From an optimization exercise on the open Yosys and OpenROAD flow, aimed at small area; shortcuts taken in it are not production practice. Only simulation tests tie the RTL to the original design; equivalence was not proved.

--- design/flow/design.v ---
module mtmp_pow_calc (
  input  logic       clk,
  input  logic       rst_n,
  input  logic       in_vld,
  input  logic [9:0] imoy_i_j,
  input  logic [9:0] imoy_ii_jj,
  input  logic [9:0] divisor,
  input  logic [1:0] pow_sel,
  output logic       out_vld,
  output logic [8:0] mtmp,
  output logic       div0
);
  function automatic logic [8:0] sq_whyb10(input logic [8:0] v);
    logic t1;
    logic t2;
    logic t3;
    logic t4;
    logic t5;
    logic t6;
    logic t7;
    logic t8;
    logic t9;
    logic t10;
    logic t11;
    logic t12;
    logic t13;
    logic t14;
    logic t15;
    logic t16;
    logic t17;
    logic t18;
    logic t19;
    logic t20;
    logic t21;
    logic t22;
    logic t23;
    logic t24;
    logic t25;
    logic t26;
    logic t27;
    logic t28;
    logic t29;
    logic t30;
    logic t31;
    logic t32;
    logic t33;
    logic t34;
    logic t35;
    logic t36;
    logic t37;
    logic t38;
    logic t39;
    logic t40;
    logic t41;
    logic t42;
    logic [17:0] ra, rb, p;
    logic c;
    t1 = (v[0] & v[4]) ^ (v[1] & v[3]) ^ (v[1] & v[2]);
    t2 = ((v[0] & v[4]) & (v[1] & v[3])) | ((v[0] & v[4]) & (v[1] & v[2])) | ((v[1] & v[3]) & (v[1] & v[2]));
    t3 = (v[0] & v[5]) ^ (v[1] & v[4]) ^ (v[3] & ~v[2]);
    t4 = ((v[0] & v[5]) & (v[1] & v[4])) | ((v[0] & v[5]) & (v[3] & ~v[2])) | ((v[1] & v[4]) & (v[3] & ~v[2]));
    t5 = (v[0] & v[6]) ^ (v[1] & v[5]) ^ (v[2] & v[4]);
    t6 = ((v[0] & v[6]) & (v[1] & v[5])) | ((v[0] & v[6]) & (v[2] & v[4])) | ((v[1] & v[5]) & (v[2] & v[4]));
    t7 = (v[0] & v[7]) ^ (v[1] & v[6]) ^ (v[2] & v[5]);
    t8 = ((v[0] & v[7]) & (v[1] & v[6])) | ((v[0] & v[7]) & (v[2] & v[5])) | ((v[1] & v[6]) & (v[2] & v[5]));
    t9 = (v[0] & v[8]) ^ (v[1] & v[7]) ^ (v[2] & v[6]);
    t10 = ((v[0] & v[8]) & (v[1] & v[7])) | ((v[0] & v[8]) & (v[2] & v[6])) | ((v[1] & v[7]) & (v[2] & v[6]));
    t11 = (v[1] & v[8]) ^ (v[2] & v[7]) ^ (v[3] & v[6]);
    t12 = ((v[1] & v[8]) & (v[2] & v[7])) | ((v[1] & v[8]) & (v[3] & v[6])) | ((v[2] & v[7]) & (v[3] & v[6]));
    t13 = (v[2] & v[8]) ^ (v[3] & v[7]) ^ (v[4] & v[6]);
    t14 = ((v[2] & v[8]) & (v[3] & v[7])) | ((v[2] & v[8]) & (v[4] & v[6])) | ((v[3] & v[7]) & (v[4] & v[6]));
    t15 = (v[3] & v[8]) ^ (v[4] & v[7]) ^ (v[6] & ~v[5]);
    t16 = ((v[3] & v[8]) & (v[4] & v[7])) | ((v[3] & v[8]) & (v[6] & ~v[5])) | ((v[4] & v[7]) & (v[6] & ~v[5]));
    t17 = (v[4] & v[8]) ^ (v[5] & v[7]) ^ (v[5] & v[6]);
    t18 = ((v[4] & v[8]) & (v[5] & v[7])) | ((v[4] & v[8]) & (v[5] & v[6])) | ((v[5] & v[7]) & (v[5] & v[6]));
    t19 = t4 ^ t5 ^ (v[2] & v[3]);
    t20 = (t4 & t5) | (t4 & (v[2] & v[3])) | (t5 & (v[2] & v[3]));
    t21 = t6 ^ t7 ^ (v[4] & ~v[3]);
    t22 = (t6 & t7) | (t6 & (v[4] & ~v[3])) | (t7 & (v[4] & ~v[3]));
    t23 = t8 ^ t9 ^ (v[3] & v[5]);
    t24 = (t8 & t9) | (t8 & (v[3] & v[5])) | (t9 & (v[3] & v[5]));
    t25 = t10 ^ t11 ^ (v[5] & ~v[4]);
    t26 = (t10 & t11) | (t10 & (v[5] & ~v[4])) | (t11 & (v[5] & ~v[4]));
    t27 = t12 ^ t13 ^ (v[4] & v[5]);
    t28 = (t12 & t13) | (t12 & (v[4] & v[5])) | (t13 & (v[4] & v[5]));
    t29 = t18 ^ (v[5] & v[8]) ^ (v[7] & ~v[6]);
    t30 = (t18 & (v[5] & v[8])) | (t18 & (v[7] & ~v[6])) | ((v[5] & v[8]) & (v[7] & ~v[6]));
    t31 = t22 ^ t23 ^ (v[3] & v[4]);
    t32 = (t22 & t23) | (t22 & (v[3] & v[4])) | (t23 & (v[3] & v[4]));
    t33 = t28 ^ t14 ^ t15;
    t34 = (t28 & t14) | (t28 & t15) | (t14 & t15);
    t35 = t30 ^ (v[6] & v[8]) ^ (v[6] & v[7]);
    t36 = (t30 & (v[6] & v[8])) | (t30 & (v[6] & v[7])) | ((v[6] & v[8]) & (v[6] & v[7]));
    t37 = t32 ^ t24 ^ t25;
    t38 = (t32 & t24) | (t32 & t25) | (t24 & t25);
    t39 = t34 ^ t16 ^ t17;
    t40 = (t34 & t16) | (t34 & t17) | (t16 & t17);
    t41 = t38 ^ t26 ^ t27;
    t42 = (t38 & t26) | (t38 & t27) | (t26 & t27);
    ra = {(v[7] & v[8]), t36, t35, t40, t39, t42, t41, t37, t31, t20, t19, t2, t1, (v[0] & v[3]), (v[0] & v[2]), (v[1] & ~v[0]), 1'b0, v[0]};
    rb = {1'b0, (v[8] & ~v[7]), 1'b0, t29, 1'b0, t33, 1'b0, 1'b0, 1'b0, t21, 1'b1, t3, 1'b0, (v[2] & ~v[1]), (v[0] & v[1]), 1'b0, 1'b0, 1'b0};
    c = 1'b0;
    for (int i = 0; i < 10; i++) begin
      p[i] = ra[i] ^ rb[i] ^ c;
      c = (ra[i] & rb[i]) | (ra[i] & c) | (rb[i] & c);
    end
    p[17:10] = ra[17:10] + rb[17:10] + {7'd0, c};
    sq_whyb10 = (v >= 9'd362) ? 9'h1ff : p[16:8];
  endfunction
  function automatic logic [8:0] sq_whyb8(input logic [8:0] v);
    logic t1;
    logic t2;
    logic t3;
    logic t4;
    logic t5;
    logic t6;
    logic t7;
    logic t8;
    logic t9;
    logic t10;
    logic t11;
    logic t12;
    logic t13;
    logic t14;
    logic t15;
    logic t16;
    logic t17;
    logic t18;
    logic t19;
    logic t20;
    logic t21;
    logic t22;
    logic t23;
    logic t24;
    logic t25;
    logic t26;
    logic t27;
    logic t28;
    logic t29;
    logic t30;
    logic t31;
    logic t32;
    logic t33;
    logic t34;
    logic t35;
    logic t36;
    logic t37;
    logic t38;
    logic t39;
    logic t40;
    logic t41;
    logic t42;
    logic [17:0] ra, rb, p;
    logic c;
    t1 = (v[0] & v[4]) ^ (v[1] & v[3]) ^ (v[1] & v[2]);
    t2 = ((v[0] & v[4]) & (v[1] & v[3])) | ((v[0] & v[4]) & (v[1] & v[2])) | ((v[1] & v[3]) & (v[1] & v[2]));
    t3 = (v[0] & v[5]) ^ (v[1] & v[4]) ^ (v[3] & ~v[2]);
    t4 = ((v[0] & v[5]) & (v[1] & v[4])) | ((v[0] & v[5]) & (v[3] & ~v[2])) | ((v[1] & v[4]) & (v[3] & ~v[2]));
    t5 = (v[0] & v[6]) ^ (v[1] & v[5]) ^ (v[2] & v[4]);
    t6 = ((v[0] & v[6]) & (v[1] & v[5])) | ((v[0] & v[6]) & (v[2] & v[4])) | ((v[1] & v[5]) & (v[2] & v[4]));
    t7 = (v[0] & v[7]) ^ (v[1] & v[6]) ^ (v[2] & v[5]);
    t8 = ((v[0] & v[7]) & (v[1] & v[6])) | ((v[0] & v[7]) & (v[2] & v[5])) | ((v[1] & v[6]) & (v[2] & v[5]));
    t9 = (v[0] & v[8]) ^ (v[1] & v[7]) ^ (v[2] & v[6]);
    t10 = ((v[0] & v[8]) & (v[1] & v[7])) | ((v[0] & v[8]) & (v[2] & v[6])) | ((v[1] & v[7]) & (v[2] & v[6]));
    t11 = (v[1] & v[8]) ^ (v[2] & v[7]) ^ (v[3] & v[6]);
    t12 = ((v[1] & v[8]) & (v[2] & v[7])) | ((v[1] & v[8]) & (v[3] & v[6])) | ((v[2] & v[7]) & (v[3] & v[6]));
    t13 = (v[2] & v[8]) ^ (v[3] & v[7]) ^ (v[4] & v[6]);
    t14 = ((v[2] & v[8]) & (v[3] & v[7])) | ((v[2] & v[8]) & (v[4] & v[6])) | ((v[3] & v[7]) & (v[4] & v[6]));
    t15 = (v[3] & v[8]) ^ (v[4] & v[7]) ^ (v[6] & ~v[5]);
    t16 = ((v[3] & v[8]) & (v[4] & v[7])) | ((v[3] & v[8]) & (v[6] & ~v[5])) | ((v[4] & v[7]) & (v[6] & ~v[5]));
    t17 = (v[4] & v[8]) ^ (v[5] & v[7]) ^ (v[5] & v[6]);
    t18 = ((v[4] & v[8]) & (v[5] & v[7])) | ((v[4] & v[8]) & (v[5] & v[6])) | ((v[5] & v[7]) & (v[5] & v[6]));
    t19 = t4 ^ t5 ^ (v[2] & v[3]);
    t20 = (t4 & t5) | (t4 & (v[2] & v[3])) | (t5 & (v[2] & v[3]));
    t21 = t6 ^ t7 ^ (v[4] & ~v[3]);
    t22 = (t6 & t7) | (t6 & (v[4] & ~v[3])) | (t7 & (v[4] & ~v[3]));
    t23 = t8 ^ t9 ^ (v[3] & v[5]);
    t24 = (t8 & t9) | (t8 & (v[3] & v[5])) | (t9 & (v[3] & v[5]));
    t25 = t10 ^ t11 ^ (v[5] & ~v[4]);
    t26 = (t10 & t11) | (t10 & (v[5] & ~v[4])) | (t11 & (v[5] & ~v[4]));
    t27 = t12 ^ t13 ^ (v[4] & v[5]);
    t28 = (t12 & t13) | (t12 & (v[4] & v[5])) | (t13 & (v[4] & v[5]));
    t29 = t18 ^ (v[5] & v[8]) ^ (v[7] & ~v[6]);
    t30 = (t18 & (v[5] & v[8])) | (t18 & (v[7] & ~v[6])) | ((v[5] & v[8]) & (v[7] & ~v[6]));
    t31 = t22 ^ t23 ^ (v[3] & v[4]);
    t32 = (t22 & t23) | (t22 & (v[3] & v[4])) | (t23 & (v[3] & v[4]));
    t33 = t28 ^ t14 ^ t15;
    t34 = (t28 & t14) | (t28 & t15) | (t14 & t15);
    t35 = t30 ^ (v[6] & v[8]) ^ (v[6] & v[7]);
    t36 = (t30 & (v[6] & v[8])) | (t30 & (v[6] & v[7])) | ((v[6] & v[8]) & (v[6] & v[7]));
    t37 = t32 ^ t24 ^ t25;
    t38 = (t32 & t24) | (t32 & t25) | (t24 & t25);
    t39 = t34 ^ t16 ^ t17;
    t40 = (t34 & t16) | (t34 & t17) | (t16 & t17);
    t41 = t38 ^ t26 ^ t27;
    t42 = (t38 & t26) | (t38 & t27) | (t26 & t27);
    ra = {(v[7] & v[8]), t36, t35, t40, t39, t42, t41, t37, t31, t20, t19, t2, t1, (v[0] & v[3]), (v[0] & v[2]), (v[1] & ~v[0]), 1'b0, v[0]};
    rb = {1'b0, (v[8] & ~v[7]), 1'b0, t29, 1'b0, t33, 1'b0, 1'b0, 1'b0, t21, 1'b1, t3, 1'b0, (v[2] & ~v[1]), (v[0] & v[1]), 1'b0, 1'b0, 1'b0};
    c = 1'b0;
    for (int i = 0; i < 8; i++) begin
      p[i] = ra[i] ^ rb[i] ^ c;
      c = (ra[i] & rb[i]) | (ra[i] & c) | (rb[i] & c);
    end
    p[17:8] = ra[17:8] + rb[17:8] + {9'd0, c};
    sq_whyb8 = (v >= 9'd362) ? 9'h1ff : p[16:8];
  endfunction
  function automatic logic [10:0] step_bk(input logic [9:0] r, input logic [9:0] ndv);
    logic [10:0] t, nb, s, c;
    logic [11:0] d;
    logic q;
    logic [10:0] g, p; logic [18:1] cg, cp;
    t = {r, 1'b0};
    nb = {1'b1, ndv};
    g = t & nb; p = t ^ nb;
    cg[1] = g[0] | (p[0] & 1'b1); cp[1] = p[0] & 1'b0;
    cg[2] = g[2] | (p[2] & g[1]); cp[2] = p[2] & p[1];
    cg[3] = g[4] | (p[4] & g[3]); cp[3] = p[4] & p[3];
    cg[4] = g[6] | (p[6] & g[5]); cp[4] = p[6] & p[5];
    cg[5] = g[8] | (p[8] & g[7]); cp[5] = p[8] & p[7];
    cg[6] = g[10] | (p[10] & g[9]); cp[6] = p[10] & p[9];
    cg[7] = cg[2] | (cp[2] & cg[1]); cp[7] = cp[2] & cp[1];
    cg[8] = cg[4] | (cp[4] & cg[3]); cp[8] = cp[4] & cp[3];
    cg[9] = cg[6] | (cp[6] & cg[5]); cp[9] = cp[6] & cp[5];
    cg[10] = cg[8] | (cp[8] & cg[7]); cp[10] = cp[8] & cp[7];
    cg[11] = cg[9] | (cp[9] & cg[10]); cp[11] = cp[9] & cp[10];
    cg[12] = cg[3] | (cp[3] & cg[7]); cp[12] = cp[3] & cp[7];
    cg[13] = cg[5] | (cp[5] & cg[10]); cp[13] = cp[5] & cp[10];
    cg[14] = g[1] | (p[1] & cg[1]); cp[14] = p[1] & cp[1];
    cg[15] = g[3] | (p[3] & cg[7]); cp[15] = p[3] & cp[7];
    cg[16] = g[5] | (p[5] & cg[12]); cp[16] = p[5] & cp[12];
    cg[17] = g[7] | (p[7] & cg[10]); cp[17] = p[7] & cp[10];
    cg[18] = g[9] | (p[9] & cg[13]); cp[18] = p[9] & cp[13];
    c[0] = 1'b1;
    c[1] = cg[1];
    c[2] = cg[14];
    c[3] = cg[7];
    c[4] = cg[15];
    c[5] = cg[12];
    c[6] = cg[16];
    c[7] = cg[10];
    c[8] = cg[17];
    c[9] = cg[13];
    c[10] = cg[18];
    q = cg[11];
    s = p ^ c;
    step_bk = {q, q ? s[9:0] : t[9:0]};
  endfunction
  logic [10:0] dsub_s0;
  logic [11:0] sub8_s0;
  logic [12:0] ssat_s0;
  logic [9:0] d_s0;
  logic sat_s0;
  logic [9:0] r8_s0;
  logic q8_s0;
  logic [10:0] st7_s0;
  logic q7_s0;
  logic [9:0] r7_s0;
  logic [9:0] ndv_q_s1;
  logic [1:0] ps_q_s1;
  logic sat_q_s1;
  logic [9:0] r_q_s1;
  logic q8_q_s1;
  logic q7_q_s1;
  logic [10:0] st6_s1;
  logic q6_s1;
  logic [9:0] r6_s1;
  logic [10:0] st5_s1;
  logic q5_s1;
  logic [9:0] r5_s1;
  logic [10:0] st4_s1;
  logic q4_s1;
  logic [9:0] r4_s1;
  logic [9:0] ndv_q_s2;
  logic [1:0] ps_q_s2;
  logic sat_q_s2;
  logic [9:0] r_q_s2;
  logic q8_q_s2;
  logic q7_q_s2;
  logic q6_q_s2;
  logic q5_q_s2;
  logic q4_q_s2;
  logic [10:0] st3_s2;
  logic q3_s2;
  logic [9:0] r3_s2;
  logic [10:0] st2_s2;
  logic q2_s2;
  logic [9:0] r2_s2;
  logic [10:0] st1_s2;
  logic q1_s2;
  logic [9:0] r1_s2;
  logic [10:0] st0_s2;
  logic q0_s2;
  logic z_s2;
  logic [8:0] x0_s2;
  logic [8:0] x_q_s3;
  logic [1:0] ps_q_s3;
  logic z_q_s3;
  logic [8:0] x1_s3;
  logic [8:0] x_q_s4;
  logic [1:0] ps_q_s4;
  logic z_q_s4;
  logic [8:0] x2_s4;
  logic p3_s4;
  logic [8:0] x_q_s5;
  logic z_q_s5;
  logic p3_q_s5;
  logic [8:0] x3_s5;
  logic [4:0] vld_q;
  assign dsub_s0 = {1'b0, imoy_i_j} - {1'b0, imoy_ii_jj};
  assign sub8_s0 = {2'b0, imoy_i_j} - {2'b0, imoy_ii_jj} - {2'b0, divisor};
  assign d_s0 = dsub_s0[10] ? 10'd0 : dsub_s0[9:0];
  assign q8_s0 = ~sub8_s0[11];
  assign r8_s0 = q8_s0 ? sub8_s0[9:0] : d_s0;
  assign ssat_s0 = {3'b0, imoy_i_j} - {3'b0, imoy_ii_jj} - {2'b0, divisor, 1'b0};
  assign sat_s0 = ~ssat_s0[12] | (divisor == 10'd0);
  assign st7_s0 = step_bk(r8_s0, ~divisor);
  assign q7_s0 = st7_s0[10];
  assign r7_s0 = st7_s0[9:0];
  assign st6_s1 = step_bk(r_q_s1, ndv_q_s1);
  assign q6_s1 = st6_s1[10];
  assign r6_s1 = st6_s1[9:0];
  assign st5_s1 = step_bk(r6_s1, ndv_q_s1);
  assign q5_s1 = st5_s1[10];
  assign r5_s1 = st5_s1[9:0];
  assign st4_s1 = step_bk(r5_s1, ndv_q_s1);
  assign q4_s1 = st4_s1[10];
  assign r4_s1 = st4_s1[9:0];
  assign st3_s2 = step_bk(r_q_s2, ndv_q_s2);
  assign q3_s2 = st3_s2[10];
  assign r3_s2 = st3_s2[9:0];
  assign st2_s2 = step_bk(r3_s2, ndv_q_s2);
  assign q2_s2 = st2_s2[10];
  assign r2_s2 = st2_s2[9:0];
  assign st1_s2 = step_bk(r2_s2, ndv_q_s2);
  assign q1_s2 = st1_s2[10];
  assign r1_s2 = st1_s2[9:0];
  assign st0_s2 = step_bk(r1_s2, ndv_q_s2);
  assign q0_s2 = st0_s2[10];
  assign z_s2 = &ndv_q_s2;
  assign x0_s2 = sat_q_s2 ? 9'h1ff : {q8_q_s2, q7_q_s2, q6_q_s2, q5_q_s2, q4_q_s2, q3_s2, q2_s2, q1_s2, q0_s2};
  assign x1_s3 = (ps_q_s3 != 2'd0) ? sq_whyb10(x_q_s3) : x_q_s3;
  assign x2_s4 = ps_q_s4[1] ? sq_whyb10(x_q_s4) : x_q_s4;
  assign p3_s4 = &ps_q_s4;
  assign x3_s5 = p3_q_s5 ? sq_whyb8(x_q_s5) : x_q_s5;
  always_ff @(posedge clk or negedge rst_n)
    if (!rst_n) vld_q <= '0;
    else vld_q <= {vld_q[3:0], in_vld};
  always_ff @(posedge clk) begin
    ndv_q_s1 <= ~divisor;
    ps_q_s1 <= pow_sel;
    sat_q_s1 <= sat_s0;
    r_q_s1 <= r7_s0;
    q8_q_s1 <= q8_s0;
    q7_q_s1 <= q7_s0;
    ndv_q_s2 <= ndv_q_s1;
    ps_q_s2 <= ps_q_s1;
    sat_q_s2 <= sat_q_s1;
    r_q_s2 <= r4_s1;
    q8_q_s2 <= q8_q_s1;
    q7_q_s2 <= q7_q_s1;
    q6_q_s2 <= q6_s1;
    q5_q_s2 <= q5_s1;
    q4_q_s2 <= q4_s1;
    x_q_s3 <= x0_s2;
    ps_q_s3 <= ps_q_s2;
    z_q_s3 <= z_s2;
    x_q_s4 <= x1_s3;
    ps_q_s4 <= ps_q_s3;
    z_q_s4 <= z_q_s3;
    x_q_s5 <= x2_s4;
    z_q_s5 <= z_q_s4;
    p3_q_s5 <= p3_s4;
  end
  assign out_vld = vld_q[4];
  assign mtmp    = x3_s5;
  assign div0    = z_q_s5;
endmodule
--- design/flow/config.mk ---
export PLATFORM = sky130hd
export DESIGN_NAME = mtmp_pow_calc
export DESIGN_NICKNAME = mtmp_pow_calc
export VERILOG_FILES = /design/flow/design.v
export SDC_FILE = /design/flow/constraint.sdc
export NUM_CORES = 4
export LEC_CHECK = 0
export CAP_MARGIN = 20
export CORE_MARGIN = 2
export CORE_UTILIZATION = 55
export SLEW_MARGIN = 20
--- design/flow/constraint.sdc ---
create_clock -name core_clock -period 7.0 [get_ports {clk}]
set_input_delay 1.4000 -clock core_clock [delete_from_list [all_inputs] [get_ports {clk}]]
set_output_delay 1.4000 -clock core_clock [all_outputs]
set_load 0.01 [all_outputs]
--- design/flow/flow/run.sh ---
#!/bin/bash
# The standard layout, with the port buffers made from the smallest plain buffer cell
# instead of the delay buffer buffer_ports picks by default, and a clock tree of clkbuf_8
# cells in clusters of at most 10 flip-flops, without dummy loads. Everything else is unchanged.
set -euo pipefail
bash standard.sh \
  "BUFFER_PORTS_ARGS=-buffer_cell sky130_fd_sc_hd__buf_1" \
  "CTS_ARGS=-sink_clustering_enable -repair_clock_nets -dont_use_dummy_load -buf_list sky130_fd_sc_hd__clkbuf_8 -root_buf sky130_fd_sc_hd__clkbuf_8 -sink_clustering_buffer sky130_fd_sc_hd__clkbuf_8 -sink_clustering_size 10" \
  finish > standard.log 2>&1
--- design/flow/standard.sh ---
#!/bin/bash
# synth_recipe.tcl (not shown) runs the flow's synth.tcl, then flattens the netlist and writes it again
# the make line also repeats each setting of config.mk as NAME=value (left out here)
make -C /OpenROAD-flow-scripts/flow DESIGN_CONFIG=/design/flow/config.mk WORK_HOME=/design/flow/orfs CLKGATE_MAP_FILE= SYNTH_SCRIPT=/design/flow/synth_recipe.tcl "${@:-finish}"
==> flow_metrics.py, run 1 <==
metrics = {
    "min_path": {
        "holdCritPathClass": "reg2reg",
        "whs_endpoint": "q7_q_s2",
        "worst_hold_startpoint": "q7_q_s1",
        "min_path_cells": 0,
    },
    "finish": {
        "drive_above_1_share": 0.0868,
        "insertedDiodeCount": 0,
        "synthToLayoutAreaGrowth_pct": 6.33,
        "fin_nets": 1314,
        "fillers": 1590,
        "utilization": 0.594,
        "most-common-layout-cells": "ha_1, inv_1, fa_1",
        "mostFrequentLayoutCell": "ha_1",
    },
    "die": {
        "initial_core_util": 0.559,
        "die-height_um": 136,
        "die_width_um": 136,
        "floorplan.die_area_mm2": 0.0186,
        "design.core.area_mm2": 0.0172,
        "io_pins": 46,
        "fp-row-count": 48,
    },
    "sta": {
        "finClkSkew_ps": 28.9,
        "setup-tns-final_ps": 0,
        "worst_hold_slack_ps": 307,
        "final_max_slew_viol_count": 0,
        "final_hold_viol_count": 0,
        "final_period_minus_worst_setup_slack_ps": 6580,
        "setup_viol_count_final": 0,
        "worst_slew_pin_tran_ps": 942,
        "remaining_max_slew_budget_at_the_tightest_pin": 0.372,
        "timing.fmax_ghz": 0.152,
        "layout_worst_path_cycle_share": 0.939,
    },
    "global_routing": {
        "grt_pass1_wl_um": 32300,
        "vias_in_the_first_global_route": 6953,
        "grt.overflow.total": 0,
        "grt_use_total": 0.214,
        "maximum_number_of_pins_on_one_net_before_global_route_repair": 19,
        "initial_antenna_violation_count": 0,
    },
    "clock_tree": {
        "cts-root-buf": "clkbuf_8",
        "cts_inserted_buffers": 9,
        "clkSlewWorstSetupHoldPaths_ps": 100,
        "cts.sinks": 93,
        "tritoncts": "built",
        "clock_tree.htree_level_count": 3,
        "cts_buffer_depth": 2,
        "clock_insertion_delay_worst_skew_ps": 380,
    },
    "critical_path": {
        "crit_fanout": 5,
        "critical-path-max-stage-delay_ps": 450,
        "timing.reg2reg.setup_slack_ps": 420,
        "critical_path.slowest_cell": "o41ai_2",
        "critical_path_arrival_ps": 6840,
        "crit-reg2reg-launch": "r_q_s2[0]",
        "start_kind": "flip-flop",
        "rr_worst_depth": 29,
        "endpoint_kind": "flip-flop",
        "worst-endpoint-required_ps": 7260,
        "rr_endpoint": "x_q_s3[0]",
        "timing_worst_setup_path_type": "reg2reg",
    },
    "routing": {
        "routed-via-count": 7003,
        "detail_route.vias_per_cell": 5.40,
        "post_drt_wl_per_cell_um": 14.2,
        "route.antenna.remaining_nets": 0,
        "drt_drc_violations_left": 0,
        "drt_pass1_iterations": 4,
        "drt_wl_total_um": 18400,
        "drt_iter0_drc": 291,
    },
    "yosys": {
        "synthesis.area_mm2": 0.00963,
        "yosysTopAreaCell": "fa_1",
        "synth_top_flop_cell": "dfxtp_1",
        "ys_async_sr_fraction": 0.0538,
        "synth-seq-area-share": 0.196,
        "postSynthAreaPerCell_um2": 9.30,
        "yosysWarningCount": 1,
        "postSynthCellCount": 1035,
        "synth-edff-count": 0,
        "yosysTopAreaCellShare": 0.191,
        "synth_nets": 1275,
        "synth-seq-cells": 93,
        "biggest_area_contributors_in_the_synthesized_netlist": "fa_1, dfxtp_1, ha_1, inv_1, nand2_1",
        "yosys.cell_types.count": 68,
    },
    "placement": {
        "hpwlAfterDp_um": 15400,
        "finalWeightedCongestion": 0.778,
        "number_of_port_buffers": 45,
    },
    "flow_run": {
        "cap_viol_max_count": 0,
    },
    "status": {
        "outcome": "timing/DRC/antenna clean",
    },
}
## Yosys cell counts (all sizes together), types with 12 or more instances
master,n
a21oi,51
mux2i,20
and2,52
dfxtp,88
mux2,31
ha,113
xnor2,37
nor3,15
nand2b,14
o22a,23
a21o,22
o21ai,35
o21a,12
nand2,91
xor2,22
nor2b,18
fa,92
nor2,59
inv,98
clkbuf,26
## per-stage QoR
| step | instances | instance area [um2] | setup WS, ps |
|---|---|---|---|
| floorplan | 1035 | 9630 | 497 |
| global placement | 1284 | 10000 | 114 |
| detailed placement | 1284 | 10000 | 2.36 |
| CTS | 1293 | 10200 | 13.6 |
| global route | 1297 | 10200 | -7.42 |
| finish | 1297 | 10200 | 424 |
## metal layers
metal,share of wire,track usage
met3,0.025,0.0388
met2,0.46,0.348
met5,0,0
met4,0.0081,0.0451
met1,0.51,0.300
## critical path: cells and delay by family (launching register included)
kind / cells / cell delay (ps)
buffers and inverters: 1 / 160
muxes: 2 / 580
and+or+nand+nor: 4 / 390
DFF: 1 / 390
adders and majority gates: 5 / 1630
AOI/OAI and AO/OA: 17 / 3320
## sequential cells by signal (all words and copies together) (netlist names), 2 cells and up
name,cells
vld_q,5
ndv_q_s2,10
x_q_s5,9
r_q_s2,10
ps_q_s2,2
ps_q_s4,2
ps_q_s3,2
x_q_s4,9
ndv_q_s1,10
ps_q_s1,2
r_q_s1,10
x_q_s3,9
## how the worst max path moves through the flow
stage / startpoint / end / slack [ps] / cells past startpoint
2_1_floorplan: imoy_i_j[0] / r_q_s1[3] / 500 / 26
3_3_place_gp: imoy_i_j[0] / r_q_s1[3] / 110 / 25
3_5_place_dp: ndv_q_s2[2] / x_q_s3[0] / 2 / 29
4_1_cts: ndv_q_s2[2] / x_q_s3[0] / 10 / 29
5_1_grt: r_q_s2[0] / x_q_s3[0] / -7 / 28
6_report: r_q_s2[0] / x_q_s3[0] / 420 / 29
## cell type report
class / count / area, um2 / area share
well taps: 225 / 282 / 0.0275
inverters: 98 / 368 / 0.0359
repair buffers: 61 / 289 / 0.0282
flip-flops and latches: 93 / 1890 / 0.184
multi-input cells: 811 / 7290 / 0.712
clock buffers: 9 / 124 / 0.0121
## what timing repair did
action                     4_1_cts  5_1_grt
gates resized for setup          0       14
setup endpoints to repair        0        1
buffers inserted                 0        4
hold buffers                     0        0
## cells by family after synthesis
group                    synth area share
flip-flops                          0.196
buffers and inverters              0.0531
XOR/XNOR                           0.0537
AO/OA/AOI/OAI                       0.144
AND/OR/NAND/NOR                     0.150
adder cells (fa/ha/maj)             0.341
multiplexers                       0.0613
==> inputs of run 2 (changes only) <==
--- a/design/flow/design.v
+++ b/design/flow/design.v
@@ -246,4 +246,18 @@
     step_bk = {q, q ? s[9:0] : t[9:0]};
   endfunction
+  function automatic logic [10:0] step_hyb4(input logic [9:0] r, input logic [9:0] ndv);
+    logic [10:0] t, nb, s, c;
+    logic [11:0] d;
+    logic q;
+    t = {r, 1'b0};
+    nb = {1'b1, ndv};
+    c[0] = 1'b1;
+    for (int i = 0; i < 4; i++) begin
+      s[i] = t[i] ^ nb[i] ^ c[i];
+      c[i+1] = (t[i] & nb[i]) | (t[i] & c[i]) | (nb[i] & c[i]);
+    end
+    {q, s[10:4]} = {1'b0, t[10:4]} + {1'b0, nb[10:4]} + {7'd0, c[4]};
+    step_hyb4 = {q, q ? s[9:0] : t[9:0]};
+  endfunction
   logic [10:0] dsub_s0;
   logic [11:0] sub8_s0;
@@ -320,5 +334,5 @@
   assign q6_s1 = st6_s1[10];
   assign r6_s1 = st6_s1[9:0];
-  assign st5_s1 = step_bk(r6_s1, ndv_q_s1);
+  assign st5_s1 = step_hyb4(r6_s1, ndv_q_s1);
   assign q5_s1 = st5_s1[10];
   assign r5_s1 = st5_s1[9:0];
--- a/design/flow/config.mk
+++ b/design/flow/config.mk
@@ -8,4 +8,4 @@
 export CAP_MARGIN = 20
 export CORE_MARGIN = 2
-export CORE_UTILIZATION = 55
+export CORE_UTILIZATION = 70
 export SLEW_MARGIN = 20
==> flow_metrics.py, run 2 <==
metrics = {
    "status": {
        "outcome": "timing/DRC/antenna clean",
    },
    "critical_path": {
        "crit_fanout": 9,
        "critical_path.most_common_cell": "a21o_1",
        "critical_path.slowest_cell": "mux2_2",
        "endpoint_kind": "flip-flop",
        "critical_path_arrival_ps": 7000,
        "worst-endpoint-required_ps": 7260,
        "timing_worst_setup_path_type": "reg2reg",
        "critical-path-max-stage-delay_ps": 380,
        "start_kind": "flip-flop",
    },
    "sta": {
        "setup_repair_after_global_routing_missed_its_margin": "yes",
        "finClkSkew_ps": 24.1,
        "timing.fmax_ghz": 0.148,
        "remaining_max_slew_budget_at_the_tightest_pin": 0.549,
        "worst_slew_pin_tran_ps": 672,
        "final_period_minus_worst_setup_slack_ps": 6740,
        "final_hold_viol_count": 0,
        "layout_worst_path_cycle_share": 0.962,
        "worst_hold_slack_ps": 333,
        "final_max_slew_viol_count": 0,
        "setup_viol_count_final": 0,
    },
    "routing": {
        "drt_wl_total_um": 17700,
        "uppermost_layer_routed": "met4",
        "wl_met3_um": 474,
        "drt_drc_violations_left": 0,
        "drt_pass1_iterations": 4,
        "route.antenna.remaining_nets": 0,
        "met2WireLength_um": 8700,
        "routed-via-count": 7022,
        "detail_route.vias_per_cell": 5.71,
        "wire_length_on_met1_um": 8230,
        "drt_iter0_drc": 240,
        "post_drt_wl_per_cell_um": 14.4,
    },
    "finish": {
        "fillers": 1012,
        "fin_nets": 1293,
        "area.sequential_mm2": 0.00189,
        "utilization": 0.758,
        "multi_input_comb_area_mm2": 0.00710,
        "drive_above_1_share": 0.0921,
        "mostFrequentLayoutCell": "ha_1",
        "most-common-layout-cells": "ha_1, inv_1, fa_1",
        "insertedDiodeCount": 0,
        "synthToLayoutAreaGrowth_pct": 6.07,
    },
    "yosys": {
        "synth-edff-count": 0,
        "synth-seq-cells": 93,
        "yosysTopAreaCell": "fa_1",
        "synth_common_cells": "ha_1, inv_1, fa_1",
        "synth_nets": 1247,
        "synth-seq-area-share": 0.199,
        "synth_top_flop_cell": "dfxtp_1",
        "postSynthCellCount": 1009,
        "postSynthAreaPerCell_um2": 9.38,
        "biggest_area_contributors_in_the_synthesized_netlist": "fa_1, dfxtp_1, ha_1, inv_1, mux2_2",
        "synth.most_common_cell": "ha_1",
        "synthesis.area_mm2": 0.00946,
        "yosysTopAreaCellShare": 0.199,
        "yosysWarningCount": 1,
        "ys_async_sr_fraction": 0.0538,
        "yosys.cell_types.count": 62,
    },
    "die": {
        "initial_core_util": 0.714,
        "die-height_um": 120,
        "die_width_um": 120,
        "io_pins": 46,
        "design.core.area_mm2": 0.0132,
        "floorplan.die_area_mm2": 0.0145,
        "fp-row-count": 42,
    },
    "clock_tree": {
        "cts_buffer_depth": 2,
        "cts-root-buf": "clkbuf_8",
        "clock_insertion_delay_worst_skew_ps": 360,
        "clkSlewWorstSetupHoldPaths_ps": 80,
        "cts.sinks": 93,
        "clock_tree.htree_level_count": 3,
        "cts_inserted_buffers": 9,
        "tritoncts": "built",
        "cts_hold_buffers": 0,
    },
    "global_routing": {
        "initial_antenna_violation_count": 0,
        "grt_pass1_wl_um": 31000,
        "vias_in_the_first_global_route": 7044,
        "grt_use_total": 0.262,
        "grt.overflow.total": 0,
        "maximum_number_of_pins_on_one_net_before_global_route_repair": 17,
    },
    "placement": {
        "hpwlAfterDp_um": 14300,
        "finalWeightedCongestion": 0.854,
        "number_of_port_buffers": 45,
    },
    "flow_run": {
        "cap_viol_max_count": 0,
    },
    "min_path": {
        "holdCritPathClass": "reg2reg",
    },
}
## run 2: changes by cell type in the layout (fill, tap and decap cells not counted), moves of 6 or more
cell,change
mux2_2,+12
o21ai_0,+16
o21a_1,-8
buf_4,+6
nor2_1,-7
mux2i_1,-6
xor2_1,+9
a21oi_1,-12
xnor2_1,-12
## run 2: final timing paths
check                             from   endpoint  slack (ps)  cells after the start
hold / removal                 q7_q_s1    q7_q_s2         330                      0
max in group asynchronous        rst_n   vld_q[3]        5900                      1
setup reg to reg           ndv_q_s2[2]  x_q_s3[0]         260                     30
setup / recovery           ndv_q_s2[2]  x_q_s3[0]         260                     30
hold reg to reg                q7_q_s1    q7_q_s2         330                      0
min in group asynchronous        rst_n   vld_q[4]         870                      1
## run 2: layout make-up
class | instances | share of cell area
repair buffers | 67 | 0.0333
inverters | 98 | 0.0367
multi-input cells | 786 | 0.707
clock buffers | 9 | 0.0123
well taps | 176 | 0.0219
flip-flops and latches | 93 | 0.188
## run 2: cells by family after synthesis
kind of cell             after synthesis  synth area share
flip-flops                            93             0.199
AO/OA/AOI/OAI                        194             0.140
XOR/XNOR                              56            0.0518
multiplexers                          52            0.0624
adder cells (fa/ha/maj)              206             0.346
buffers and inverters                130            0.0534
AND/OR/NAND/NOR                      278             0.147
## run 2: per-layer routing
metal  vias up  GRT usage
met2       112      0.466
met3        19     0.0278
li1       3503          -
met1      3388      0.337
met4         0     0.0792
met5         -          0
## run 2: what timing repair did
action	in CTS	in global routing
buffers inserted	0	6
pin swaps	1	5
resized for setup	2	9
endpoints found under the setup margin	1	16
## run 2: critical path, delay by kind of cell (launching register included)
kind | cells | cell delay (ps)
AO/OA/AOI/OAI | 20 | 3750
adder cells (fa/ha/maj) | 4 | 1100
buffers and inverters | 1 | 180
flip-flops | 1 | 360
multiplexers | 2 | 740
AND/OR/NAND/NOR | 3 | 470
## run 2: metrics by stage
stage                     cells  area, um2  setup WS [ps]  setup TNS, ps
after global routing       1229      10000           -156           -156
after floorplan            1009       9460          0.911              0
after detailed placement   1214       9830           -141           -283
after global placement     1214       9830           30.8              0
final                      1229      10000            264              0
after CTS                  1223       9960           2.93              0
==> inputs of run 3 (changes only) <==
--- a/design/flow/config.mk
+++ b/design/flow/config.mk
@@ -8,4 +8,5 @@
 export CAP_MARGIN = 20
 export CORE_MARGIN = 2
-export CORE_UTILIZATION = 70
+export CORE_UTILIZATION = 55
+export GPL_ROUTABILITY_DRIVEN = 0
 export SLEW_MARGIN = 20
==> flow_metrics.py, run 3 <==
metrics = {
    "status": {
        "outcome": "timing/DRC/antenna clean",
    },
    "routing": {
        "post_drt_wl_per_cell_um": 14.2,
        "drt_drc_violations_left": 0,
        "drt_iter0_drc": 220,
        "routed-via-count": 6836,
        "route.antenna.remaining_nets": 0,
        "drt_pass1_iterations": 6,
        "detail_route.vias_per_cell": 5.37,
        "drt_wl_total_um": 18100,
    },
    "clock_tree": {
        "clock_insertion_delay_worst_skew_ps": 380,
        "cts_buffer_depth": 2,
        "cts.sinks": 93,
        "clock_tree.htree_level_count": 3,
        "tritoncts": "built",
        "cts-root-buf": "clkbuf_8",
        "clkSlewWorstSetupHoldPaths_ps": 100,
        "cts_hold_buffers": 0,
        "cts_inserted_buffers": 9,
    },
    "die": {
        "floorplan.die_area_mm2": 0.0183,
        "design.core.area_mm2": 0.0167,
        "fp-row-count": 47,
        "die-height_um": 135,
        "initial_core_util": 0.566,
        "io_pins": 46,
        "die_width_um": 135,
    },
    "sta": {
        "timing.fmax_ghz": 0.151,
        "remaining_max_slew_budget_at_the_tightest_pin": 0.545,
        "final_hold_viol_count": 0,
        "layout_worst_path_cycle_share": 0.949,
        "final_max_slew_viol_count": 0,
        "setup-tns-final_ps": 0,
        "finClkSkew_ps": 25.5,
        "setup_viol_count_final": 0,
        "setup_repair_after_global_routing_missed_its_margin": "no",
        "worst_slew_pin_tran_ps": 678,
        "final_period_minus_worst_setup_slack_ps": 6640,
    },
    "yosys": {
        "synth_top_flop_cell": "dfxtp_1",
        "ys_async_sr_fraction": 0.0538,
        "synthesis.area_mm2": 0.00946,
        "synth-seq-area-share": 0.199,
        "yosysTopAreaCellShare": 0.199,
        "synth-seq-cells": 93,
        "postSynthAreaPerCell_um2": 9.38,
        "synth-edff-count": 0,
        "yosysTopAreaCell": "fa_1",
        "yosys.cell_types.count": 62,
        "yosysWarningCount": 1,
        "postSynthCellCount": 1009,
        "synth_common_cells": "ha_1, inv_1, fa_1",
        "biggest_area_contributors_in_the_synthesized_netlist": "fa_1, dfxtp_1, ha_1, inv_1, mux2_2",
        "synth.most_common_cell": "ha_1",
        "synth_nets": 1247,
    },
    "global_routing": {
        "grt_pass1_wl_um": 32000,
        "grt.overflow.total": 0,
        "maximum_number_of_pins_on_one_net_before_global_route_repair": 18,
        "initial_antenna_violation_count": 0,
        "vias_in_the_first_global_route": 6909,
        "grt_use_total": 0.215,
    },
    "placement": {
        "number_of_port_buffers": 45,
        "hpwlAfterDp_um": 14900,
    },
    "critical_path": {
        "endpoint_kind": "flip-flop",
        "start_kind": "flip-flop",
        "critical_path.slowest_cell": "mux2_2",
        "critical_path_arrival_ps": 6900,
        "timing_worst_setup_path_type": "reg2reg",
        "crit_fanout": 8,
        "critical-path-max-stage-delay_ps": 390,
        "worst-endpoint-required_ps": 7260,
    },
    "finish": {
        "fillers": 1530,
        "drive_above_1_share": 0.0958,
        "mostFrequentLayoutCell": "ha_1",
        "multi_input_comb_area_mm2": 0.00710,
        "most-common-layout-cells": "ha_1, inv_1, fa_1",
        "insertedDiodeCount": 0,
        "area.sequential_mm2": 0.00189,
        "synthToLayoutAreaGrowth_pct": 6.80,
        "fin_nets": 1294,
    },
    "flow_run": {
        "cap_viol_max_count": 0,
    },
    "min_path": {
        "holdCritPathClass": "reg2reg",
    },
}
==> run 3: changes by cell type in the layout (fill, tap and decap cells not counted) <==
cell | previous run | this run
dfxtp_1 | 85 | 84
a211oi_1 | 8 | 6
buf_6 | 0 | 1
o21ai_0 | 42 | 41
nor4_2 | 0 | 1
nor4_4 | 1 | 0
dfxtp_2 | 3 | 4
a211oi_2 | 1 | 3
o21ai_1 | 3 | 4
==> run 3: worst max-delay path, delay by kind of cell (launching register included) <==
family | cells | cell delay, ps
flip-flops | 1 | 350
AND/OR/NAND/NOR | 2 | 370
AO/OA/AOI/OAI | 18 | 3260
adder cells (fa/ha/maj) | 4 | 1120
multiplexers | 3 | 1100
buffers and inverters | 2 | 320
==> run 3: area by class of cell <==
class / instances / area share
Multi-Input combinational cell: 786 / 0.703
Sequential cell: 93 / 0.187
Inverter: 98 / 0.0364
Timing Repair Buffer: 68 / 0.0342
Tap cell: 220 / 0.0272
Clock buffer: 9 / 0.0123
==> run 3: logic make-up (layout without fill, tap and decap cells) <==
| family | count (synthesis) | in the layout | share of synthesized area |
|---|---|---|---|
| AO/OA/AOI/OAI | 194 | 194 | 0.140 |
| flip-flops | 93 | 93 | 0.199 |
| multiplexers | 52 | 52 | 0.0624 |
| adder cells (fa/ha/maj) | 206 | 206 | 0.346 |
| buffers and inverters | 130 | 175 | 0.0534 |
| XOR/XNOR | 56 | 56 | 0.0518 |
| AND/OR/NAND/NOR | 278 | 278 | 0.147 |
==> run 3: repair_timing <==
| item | in CTS | in global routing |
|---|---|---|
| endpoints found under the hold margin | 0 | 0 |
| buffers inserted | 0 | 2 |
| resized for setup | 0 | 15 |
| endpoints found under the setup margin | 0 | 7 |
==> run 3: per-stage QoR <==
step / worst slack (ps) / utilization / hold slack, ps / instances / area [um2]
after floorplan: 0.911 / - / 310 / 1009 / 9460
after global placement: 61.7 / 0.594 / 312 / 1263 / 9920
after detailed placement: 52.3 / 0.594 / 312 / 1263 / 9920
after CTS: 42.0 / 0.602 / 323 / 1272 / 10000
after global routing: 7.12 / 0.605 / 321 / 1274 / 10100
final: 358 / 0.605 / 326 / 1274 / 10100
==> run 3: final timing paths <==
kind,startpoint,cells past startpoint,endpoint,slack (ps)
worst max-delay path,ndv_q_s2[2],29,x_q_s3[0],360
worst min-delay path,q7_q_s1,0,q7_q_s2,330
worst max register to register,ndv_q_s2[2],29,x_q_s3[0],360
worst min register to register,q7_q_s1,0,q7_q_s2,330
max in group asynchronous,rst_n,1,vld_q[3],5890
min in group asynchronous,rst_n,1,vld_q[4],880
==> run 3: routing by layer <==
metal  track usage  routed length (um)  vias up
met1         0.287                8800     3231
met3        0.0281                 429       19
met5             0                   0        -
li1              -                   -     3501
met2         0.366                8570       85
met4        0.0666                 318        0
==> inputs of run 4 (changes only) <==
--- a/design/flow/config.mk
+++ b/design/flow/config.mk
@@ -9,4 +9,4 @@
 export CORE_MARGIN = 2
 export CORE_UTILIZATION = 55
-export GPL_ROUTABILITY_DRIVEN = 0
+export GPL_TIMING_DRIVEN = 0
 export SLEW_MARGIN = 20
==> flow_metrics.py, run 4 <==
metrics = {
    "global_routing": {
        "met2_usage": 0.372,
        "grt_use_total": 0.211,
        "globalRoute.busiestLayer": "met2",
        "maximum_number_of_pins_on_one_net_before_global_route_repair": 16,
        "use_met1": 0.270,
        "global_route.usage.met3": 0.0277,
        "vias_in_the_first_global_route": 7102,
        "initial_antenna_violation_count": 0,
        "grt_pass1_wl_um": 31600,
        "grt.overflow.total": 0,
    },
    "yosys": {
        "synth_top_flop_cell": "dfxtp_1",
        "synth-seq-area-share": 0.199,
        "postSynthAreaPerCell_um2": 9.38,
        "synth_common_cells": "ha_1, inv_1, fa_1",
        "yosysWarningCount": 1,
        "ys_async_sr_fraction": 0.0538,
        "yosysTopAreaCellShare": 0.199,
        "synth_nets": 1247,
        "yosys.cell_types.count": 62,
        "synth-seq-cells": 93,
        "yosysTopAreaCell": "fa_1",
        "synth.most_common_cell": "ha_1",
        "postSynthCellCount": 1009,
        "biggest_area_contributors_in_the_synthesized_netlist": "fa_1, dfxtp_1, ha_1, inv_1, mux2_2",
        "synthesis.area_mm2": 0.00946,
        "synth-edff-count": 0,
    },
    "clock_tree": {
        "cts.sinks": 93,
        "clkSlewWorstSetupHoldPaths_ps": 90,
        "cts_inserted_buffers": 9,
        "cts-root-buf": "clkbuf_8",
        "cts_buffer_depth": 2,
        "tritoncts": "built",
        "clock_tree.htree_level_count": 3,
        "clock_insertion_delay_worst_skew_ps": 380,
    },
    "min_path": {
        "min_path_cells": 0,
        "worst_hold_startpoint": "sat_q_s1",
        "holdCritPathClass": "reg2reg",
        "whs_endpoint": "sat_q_s2",
    },
    "die": {
        "initial_core_util": 0.566,
        "floorplan.die_area_mm2": 0.0183,
        "design.core.area_mm2": 0.0167,
        "die_width_um": 135,
        "die-height_um": 135,
        "io_pins": 46,
        "fp-row-count": 47,
    },
    "critical_path": {
        "start_kind": "flip-flop",
        "critical_path.startpoint": "ndv_q_s2[6]",
        "critical_path.most_common_cell": "buf_4",
        "crit_fanout": 5,
        "worst-endpoint-required_ps": 7270,
        "critical-path-max-stage-delay_ps": 410,
        "rr_worst_depth": 35,
        "timing_worst_setup_path_type": "reg2reg",
        "rr_endpoint": "x_q_s3[0]",
        "timing.reg2reg.setup_slack_ps": 240,
        "endpoint_kind": "flip-flop",
        "critical_path.slowest_cell": "a311o_1",
        "critical_path_arrival_ps": 7030,
        "crit-reg2reg-launch": "ndv_q_s2[6]",
    },
    "routing": {
        "detail_route.vias_per_cell": 5.36,
        "routed-via-count": 7058,
        "drt_drc_violations_left": 0,
        "drt_iter0_drc": 227,
        "drt_pass1_iterations": 4,
        "route.antenna.remaining_nets": 0,
        "drt_wl_total_um": 18000,
        "post_drt_wl_per_cell_um": 13.7,
    },
    "sta": {
        "finClkSkew_ps": 26.1,
        "remaining_max_slew_budget_at_the_tightest_pin": 0.510,
        "final_max_slew_viol_count": 0,
        "worst_hold_slack_ps": 300,
        "final_hold_viol_count": 0,
        "setup_viol_count_final": 0,
        "worst_slew_pin_tran_ps": 732,
        "timing.fmax_ghz": 0.148,
        "final_period_minus_worst_setup_slack_ps": 6760,
        "layout_worst_path_cycle_share": 0.965,
    },
    "finish": {
        "drive_above_1_share": 0.127,
        "most-common-layout-cells": "ha_1, inv_1, fa_1",
        "synthToLayoutAreaGrowth_pct": 11.0,
        "mostFrequentLayoutCell": "ha_1",
        "fin_nets": 1338,
        "insertedDiodeCount": 0,
        "utilization": 0.629,
    },
    "flow_run": {
        "cap_viol_max_count": 0,
    },
    "status": {
        "outcome": "timing/DRC/antenna clean",
    },
    "placement": {
        "finalWeightedCongestion": 0.782,
        "hpwlAfterDp_um": 14300,
        "number_of_port_buffers": 45,
    },
}
[run 4: changes by cell type in the layout (fill, tap and decap cells not counted), sizes merged]
| cell | previous run | this run |
|---|---|---|
| buf | 68 | 86 |
| clkbuf | 9 | 35 |
[run 4: repair_timing]
item                                   CTS  global route
setup endpoints to repair               19            22
endpoints found under the hold margin    0             0
pin swaps                                8            16
resized for setup                       26            34
buffers inserted                        23            12
cloned                                   0             0
hold buffers                             0             0
[run 4: routing by layer]
layer / wire (um) / up-vias
met3: 464 / 20
met5: 0 / -
li1: - / 3595
met4: 361 / 0
met1: 8540 / 3362
met2: 8680 / 81
[run 4: worst max path at each step]
stage | slack [ps] | cells past startpoint | to
2_1_floorplan | 0.9 | 32 | x_q_s3[0]
3_3_place_gp | -1450 | 32 | x_q_s3[0]
3_5_place_dp | -1410 | 32 | x_q_s3[0]
4_1_cts | 3 | 30 | x_q_s3[0]
5_1_grt | -20 | 36 | x_q_s3[0]
6_report | 240 | 35 | x_q_s3[0]
[run 4: critical path, delay by kind of cell, from the launching register on]
family                     cells  cell delay (ps)
muxes                          1              330
AOI/OAI and AO/OA             14             2610
DFF                            1              360
and+or+nand+nor                3              580
buffers and inverters         14             1800
adders and majority gates      3             1000
[run 4: kinds of logic (layout without fill, tap and decap cells)]
kind of cell	Yosys count	count (layout)	share of synthesized area
AND/OR/NAND/NOR	278	278	0.147
adder cells (fa/ha/maj)	206	206	0.346
AO/OA/AOI/OAI	194	194	0.140
buffers and inverters	130	219	0.0534
flip-flops	93	93	0.199
XOR/XNOR	56	56	0.0518
multiplexers	52	52	0.0624
[run 4: layout make-up]
class	instances	area [um2]
Multi-Input combinational cell	786	7220
Clock buffer	9	124
Timing Repair Buffer	80	439
Tap cell	220	275
Buffer	32	165
Sequential cell	93	1910
Inverter	98	368
Fill cell	1505	6200
[run 4: metrics by stage]
| step | TNS (ps) | std cells | instance area (um2) | worst slack, ps |
|---|---|---|---|---|
| floorplan | 0 | 1009 | 9460 | 0.911 |
| global placement | -7130 | 1274 | 9900 | -1450 |
| detailed placement | -7840 | 1274 | 9900 | -1410 |
| CTS | 0 | 1306 | 10300 | 3.38 |
| global route | -15.2 | 1318 | 10500 | -15.2 |
| finish | 0 | 1318 | 10500 | 245 |
==> inputs of run 5 (changes only) <==
--- a/design/flow/config.mk
+++ b/design/flow/config.mk
@@ -9,4 +9,3 @@
 export CORE_MARGIN = 2
 export CORE_UTILIZATION = 55
-export GPL_TIMING_DRIVEN = 0
 export SLEW_MARGIN = 20
==> flow_metrics.py, run 5 <==
metrics = {
    "yosys": {
        "yosys.cell_types.count": 62,
        "synth_compound_area_frac": 0.140,
        "yosys.area_share.simple": 0.147,
        "synth-seq-area-share": 0.199,
        "synthesis.area_mm2": 0.00946,
        "synth_top_flop_cell": "dfxtp_1",
        "yosysTopAreaCellShare": 0.199,
        "postSynthAreaPerCell_um2": 9.38,
        "synth_common_cells": "ha_1, inv_1, fa_1",
        "synth_top_family_by_area": "adder cells",
        "post_synthesis_share_of_cell_area_spent_on_full_adders_half_adders_and_majority_gates": 0.346,
        "postSynthCellCount": 1009,
        "biggest_area_contributors_in_the_synthesized_netlist": "fa_1, dfxtp_1, ha_1, inv_1, mux2_2",
        "ys_async_sr_fraction": 0.0538,
        "yosys.area_share.xor_xnor": 0.0518,
        "yosysTopAreaCell": "fa_1",
        "synth_nets": 1247,
        "yosysWarningCount": 1,
        "synth-edff-count": 0,
        "synth-seq-cells": 93,
        "synth.most_common_cell": "ha_1",
        "yosys-mux-area-fraction": 0.0624,
    },
    "finish": {
        "insertedDiodeCount": 0,
        "multi_input_comb_area_mm2": 0.00710,
        "final-instance-count-excl-fill": 1274,
        "fillers": 1530,
        "fin_nets": 1294,
        "utilization": 0.605,
        "area.sequential_mm2": 0.00189,
        "synthToLayoutAreaGrowth_pct": 6.80,
        "drive_above_1_share": 0.0958,
        "mostFrequentLayoutCell": "ha_1",
        "most-common-layout-cells": "ha_1, inv_1, fa_1",
    },
    "die": {
        "io_pins": 46,
        "die_width_um": 135,
        "fp-row-count": 47,
        "die-height_um": 135,
        "initial_core_util": 0.566,
        "design.core.area_mm2": 0.0167,
        "floorplan.die_area_mm2": 0.0183,
    },
    "sta": {
        "final_hold_viol_count": 0,
        "finClkSkew_ps": 25.5,
        "setup_repair_after_global_routing_missed_its_margin": "no",
        "final_max_slew_viol_count": 0,
        "setup-tns-final_ps": 0,
        "layout_worst_path_cycle_share": 0.949,
        "worst_hold_slack_ps": 326,
        "setup_viol_count_final": 0,
        "worst_slew_pin_tran_ps": 678,
        "timing.fmax_ghz": 0.151,
        "remaining_max_slew_budget_at_the_tightest_pin": 0.545,
        "final_period_minus_worst_setup_slack_ps": 6640,
    },
    "clock_tree": {
        "cts-root-buf": "clkbuf_8",
        "tritoncts": "built",
        "cts_buffer_depth": 2,
        "cts_inserted_buffers": 9,
        "cts.sinks": 93,
        "clock_insertion_delay_worst_skew_ps": 380,
        "cts_hold_buffers": 0,
        "clkSlewWorstSetupHoldPaths_ps": 100,
        "clock_tree.htree_level_count": 3,
    },
    "routing": {
        "drt_pass1_iterations": 6,
        "post_drt_wl_per_cell_um": 14.2,
        "routed-via-count": 6836,
        "drt_wl_total_um": 18100,
        "drt_drc_violations_left": 0,
        "drt_iter0_drc": 220,
        "route.antenna.remaining_nets": 0,
        "detail_route.vias_per_cell": 5.37,
    },
    "critical_path": {
        "worst-endpoint-required_ps": 7260,
        "critical_path.startpoint": "ndv_q_s2[2]",
        "rr_worst_depth": 29,
        "endpoint_kind": "flip-flop",
        "crit-reg2reg-launch": "ndv_q_s2[2]",
        "crit_fanout": 8,
        "start_kind": "flip-flop",
        "timing.reg2reg.setup_slack_ps": 360,
        "timing_worst_setup_path_type": "reg2reg",
        "rr_endpoint": "x_q_s3[0]",
        "critical-path-max-stage-delay_ps": 390,
        "critical_path_arrival_ps": 6900,
        "critical_path.slowest_cell": "mux2_2",
        "endpoint": "x_q_s3[0]",
    },
    "global_routing": {
        "grt_use_total": 0.215,
        "grt_pass1_wl_um": 32000,
        "grt.overflow.total": 0,
        "vias_in_the_first_global_route": 6909,
        "initial_antenna_violation_count": 0,
        "maximum_number_of_pins_on_one_net_before_global_route_repair": 18,
    },
    "placement": {
        "finalWeightedCongestion": 0.789,
        "number_of_port_buffers": 45,
        "dp.cells": 1263,
        "hpwlAfterDp_um": 14900,
    },
    "min_path": {
        "holdCritPathClass": "reg2reg",
    },
    "status": {
        "outcome": "timing/DRC/antenna clean",
    },
    "flow_run": {
        "cap_viol_max_count": 0,
    },
}
[run 5: metal layers]
| layer | global-route usage | vias to the layer above | routed length (um) |
|---|---|---|---|
| li1 | - | 3501 | - |
| met1 | 0.287 | 3231 | 8800 |
| met2 | 0.366 | 85 | 8570 |
| met3 | 0.0281 | 19 | 429 |
| met4 | 0.0666 | 0 | 318 |
| met5 | 0 | - | 0 |
[run 5: logic make-up after synthesis]
group,after synthesis
flip-flops,93
adder cells (fa/ha/maj),206
AO/OA/AOI/OAI,194
buffers and inverters,130
multiplexers,52
XOR/XNOR,56
AND/OR/NAND/NOR,278
[run 5: per-stage QoR]
stage	setup WS, ps	cell area, um2
CTS	42.0	10000
floorplan	0.911	9460
detailed placement	52.3	9920
global route	7.12	10100
global placement	61.7	9920
finish	358	10100
[run 5: worst max-delay path, delay by kind of cell, from the launching register on]
kind	cells	cell delay [ps]
buffers and inverters	2	320
muxes	3	1100
AOI/OAI and AO/OA	18	3260
DFF	1	350
and+or+nand+nor	2	370
adders and majority gates	4	1120
[run 5: area by class of cell]
| cell class | instances | share of cell area |
|---|---|---|
| clock buffers | 9 | 0.0123 |
| repair buffers | 68 | 0.0342 |
| well taps | 220 | 0.0272 |
| multi-input cells | 786 | 0.703 |
| flip-flops and latches | 93 | 0.187 |
| inverters | 98 | 0.0364 |
[run 5: worst min path at each step]
stage / start / end / slack, ps / depth (start not counted)
floorplan: ps_q_s1[0] / ps_q_s2[0] / 310 / 0
global placement: sat_q_s1 / sat_q_s2 / 310 / 0
detailed placement: ps_q_s1[0] / ps_q_s2[0] / 310 / 0
CTS: q7_q_s1 / q7_q_s2 / 320 / 0
global route: q7_q_s1 / q7_q_s2 / 320 / 0
finish: q7_q_s1 / q7_q_s2 / 330 / 0
[run 5: repair_timing]
action	4_1_cts	5_1_grt
gates resized for setup	0	15
hold endpoints to repair	0	0
setup endpoints to repair	0	7
setup buffers	0	2
==> inputs of run 6 (changes only) <==
==> design/flow/flow/run.sh (replaced) <==
#!/bin/bash
# The standard layout, with the port buffers made from the smallest plain buffer cell
# instead of the delay buffer buffer_ports picks by default, and a clock tree with a clkbuf_8
# root and clkbuf_4 leaf buffers, without dummy loads. Everything else is unchanged.
set -euo pipefail
bash standard.sh \
  "BUFFER_PORTS_ARGS=-buffer_cell sky130_fd_sc_hd__buf_1" \
  "CTS_ARGS=-sink_clustering_enable -repair_clock_nets -dont_use_dummy_load -buf_list {sky130_fd_sc_hd__clkbuf_4 sky130_fd_sc_hd__clkbuf_8} -root_buf sky130_fd_sc_hd__clkbuf_8 -sink_clustering_buffer sky130_fd_sc_hd__clkbuf_4 -sink_clustering_size 10" \
  finish > standard.log 2>&1
==> flow_metrics.py, run 6 <==
metrics = {
    "status": {
        "outcome": "timing/DRC/antenna clean",
    },
    "die": {
        "floorplan.die_area_mm2": 0.0183,
        "io_pins": 46,
        "die_width_um": 135,
        "die-height_um": 135,
        "initial_core_util": 0.566,
        "design.core.area_mm2": 0.0167,
        "fp-row-count": 47,
    },
    "yosys": {
        "postSynthAreaPerCell_um2": 9.38,
        "post_synthesis_share_of_cell_area_spent_on_full_adders_half_adders_and_majority_gates": 0.346,
        "synth-seq-cells": 93,
        "postSynthCellCount": 1009,
        "synth_top_flop_cell": "dfxtp_1",
        "synth_common_cells": "ha_1, inv_1, fa_1",
        "synth_top_family_by_area": "adder cells",
        "yosys-mux-area-fraction": 0.0624,
        "yosysTopAreaCell": "fa_1",
        "synth_compound_area_frac": 0.140,
        "yosysWarningCount": 1,
        "ys_async_sr_fraction": 0.0538,
        "synth.most_common_cell": "ha_1",
        "yosys.area_share.xor_xnor": 0.0518,
        "synth-seq-area-share": 0.199,
        "synthesis.area_mm2": 0.00946,
        "yosys.area_share.simple": 0.147,
        "synth_nets": 1247,
        "yosysTopAreaCellShare": 0.199,
        "biggest_area_contributors_in_the_synthesized_netlist": "fa_1, dfxtp_1, ha_1, inv_1, mux2_2",
        "yosys.cell_types.count": 62,
        "synth-edff-count": 0,
    },
    "routing": {
        "routed-via-count": 6836,
        "detail_route.vias_per_cell": 5.37,
        "post_drt_wl_per_cell_um": 14.2,
        "drt_iter0_drc": 220,
        "route.antenna.remaining_nets": 0,
        "drt_drc_violations_left": 0,
        "drt_pass1_iterations": 6,
        "drt_wl_total_um": 18100,
    },
    "finish": {
        "fin_nets": 1294,
        "mostFrequentLayoutCell": "ha_1",
        "final-instance-count-excl-fill": 1274,
        "most-common-layout-cells": "ha_1, inv_1, fa_1",
        "fillers": 1530,
        "insertedDiodeCount": 0,
        "synthToLayoutAreaGrowth_pct": 6.80,
        "drive_above_1_share": 0.0958,
        "fin_area_mm2": 0.0101,
    },
    "critical_path": {
        "endpoint_kind": "flip-flop",
        "cpLargestDelayFamily": "compound AO/OA/AOI/OAI gates",
        "critical-path-max-stage-delay_ps": 390,
        "critical_path_buf_inv_count": 2,
        "crit_fanout": 8,
        "critical_path_arrival_ps": 6900,
        "start_kind": "flip-flop",
        "critical_path.slowest_cell": "mux2_2",
        "critical_path.startpoint": "ndv_q_s2[2]",
        "worst-endpoint-required_ps": 7260,
        "timing_worst_setup_path_type": "reg2reg",
        "crit-reg2reg-launch": "ndv_q_s2[2]",
    },
    "clock_tree": {
        "clkSlewWorstSetupHoldPaths_ps": 100,
        "clock_tree.htree_level_count": 3,
        "tritoncts": "built",
        "cts.sinks": 93,
        "cts_buffer_depth": 2,
        "cts_inserted_buffers": 9,
        "cts-root-buf": "clkbuf_8",
        "clock_insertion_delay_worst_skew_ps": 380,
    },
    "global_routing": {
        "grt.overflow.total": 0,
        "grt_pass1_wl_um": 32000,
        "vias_in_the_first_global_route": 6909,
        "grt_use_total": 0.215,
        "maximum_number_of_pins_on_one_net_before_global_route_repair": 18,
        "initial_antenna_violation_count": 0,
    },
    "sta": {
        "setup-tns-final_ps": 0,
        "setup_viol_count_final": 0,
        "timing.fmax_ghz": 0.151,
        "setup_repair_after_global_routing_missed_its_margin": "no",
        "remaining_max_slew_budget_at_the_tightest_pin": 0.545,
        "final_hold_viol_count": 0,
        "layout_worst_path_cycle_share": 0.949,
        "worst_slew_pin_tran_ps": 678,
        "final_max_slew_viol_count": 0,
        "timing.final.ws_setup_ps": 358,
        "final_period_minus_worst_setup_slack_ps": 6640,
        "finClkSkew_ps": 25.5,
    },
    "placement": {
        "hpwlAfterDp_um": 14900,
        "number_of_port_buffers": 45,
        "detailedPlace.worstSlack_ps": 52.3,
        "dp.cells": 1263,
        "finalWeightedCongestion": 0.789,
        "post_dp_cell_area_mm2": 0.00992,
    },
    "min_path": {
        "holdCritPathClass": "reg2reg",
        "worst_hold_startpoint": "q7_q_s1",
    },
    "flow_run": {
        "cap_viol_max_count": 0,
    },
}
==> run 6: cell counts in the layout (fill, tap and decap cells not counted) <==
Identical to the previous run, type by type.
==> run 6: final cells by class <==
| class | instances | area [um2] | area share |
|---|---|---|---|
| clock buffers | 9 | 124 | 0.0123 |
| multi-input cells | 786 | 7100 | 0.703 |
| repair buffers | 68 | 345 | 0.0342 |
| flip-flops and latches | 93 | 1890 | 0.187 |
| well taps | 220 | 275 | 0.0272 |
| inverters | 98 | 368 | 0.0364 |
==> run 6: through the flow <==
| step | hold WS [ps] | utilization |
|---|---|---|
| final | 326 | 0.605 |
| after global routing | 321 | 0.605 |
| after CTS | 323 | 0.602 |
| after detailed placement | 312 | 0.594 |
| after global placement | 312 | 0.594 |
| after floorplan | 310 | - |
==> run 6: path summary, 6_finish.rpt <==
path                            slack [ps]        end  depth (start not counted)
worst max-delay path                   360  x_q_s3[0]                         29
worst min-delay path                   330    q7_q_s2                          0
worst max register to register         360  x_q_s3[0]                         29
worst min register to register         330    q7_q_s2                          0
max in group asynchronous             5890   vld_q[3]                          1
min in group asynchronous              880   vld_q[4]                          1
==> run 6: timing repair <==
action	in CTS	in global routing
resized for setup	0	15
setup buffers	0	2
endpoints found under the hold margin	0	0
setup endpoints to repair	0	7
hold buffers	0	0
==> run 6: metal layers <==
layer	vias to the layer above	part of all wire	global-route usage	wire, um
li1	3501	-	-	-
met1	3231	0.49	0.287	8800
met2	85	0.47	0.366	8570
met3	19	0.024	0.0281	429
met4	0	0.018	0.0666	318
met5	-	0	0	0
==> run 6: cells by family (layout without fill, tap and decap cells) <==
group / after synthesis / count (layout)
DFF: 93 / 93
buffers and inverters: 130 / 175
and+or+nand+nor: 278 / 278
adders and majority gates: 206 / 206
xor gates and xnor gates: 56 / 56
AOI/OAI and AO/OA: 194 / 194
muxes: 52 / 52

-- port drivers added, routing unchanged --
Ports are ideal in the flow. The routed layouts listed here were re-timed in OpenROAD.
Step 1 assumes that a clkbuf_16 drives the clock port and a buf_2 every other input.
Step 2 also shifts input and output timing later by t, the mid clock arrival at the registers, as if the neighbouring blocks saw the same clock.
Slacks: ideal / step 1 / step 2; pairs: ideal / step 1.
| run | t (ns) | setup WS [ns] | hold slack, ns | cell pins on the clock port's net |
|---|---|---|---|---|
| run 1 | 0.411 | 0.424 / 0.424 / 0.049 | 0.307 / 0.307 / 0.307 | 1 |
| run 2 | 0.401 | 0.264 / 0.264 / 0.048 | 0.333 / 0.333 / 0.333 | 1 |
| run 3 | 0.407 | 0.358 / 0.358 / 0.163 | 0.326 / 0.326 / 0.326 | 1 |
| run 4 | 0.405 | 0.245 / 0.245 / 0.107 | 0.300 / 0.300 / 0.300 | 1 |
| run 5 | 0.407 | 0.358 / 0.358 / 0.163 | 0.326 / 0.326 / 0.326 | 1 |
| run 6 | 0.407 | 0.358 / 0.358 / 0.163 | 0.326 / 0.326 / 0.326 | 1 |
After both steps every run listed still meets setup and hold. For run 1, which loses most, drivers alone change the setup slack by 0.000 ns; drivers and shift together by -0.375 ns.
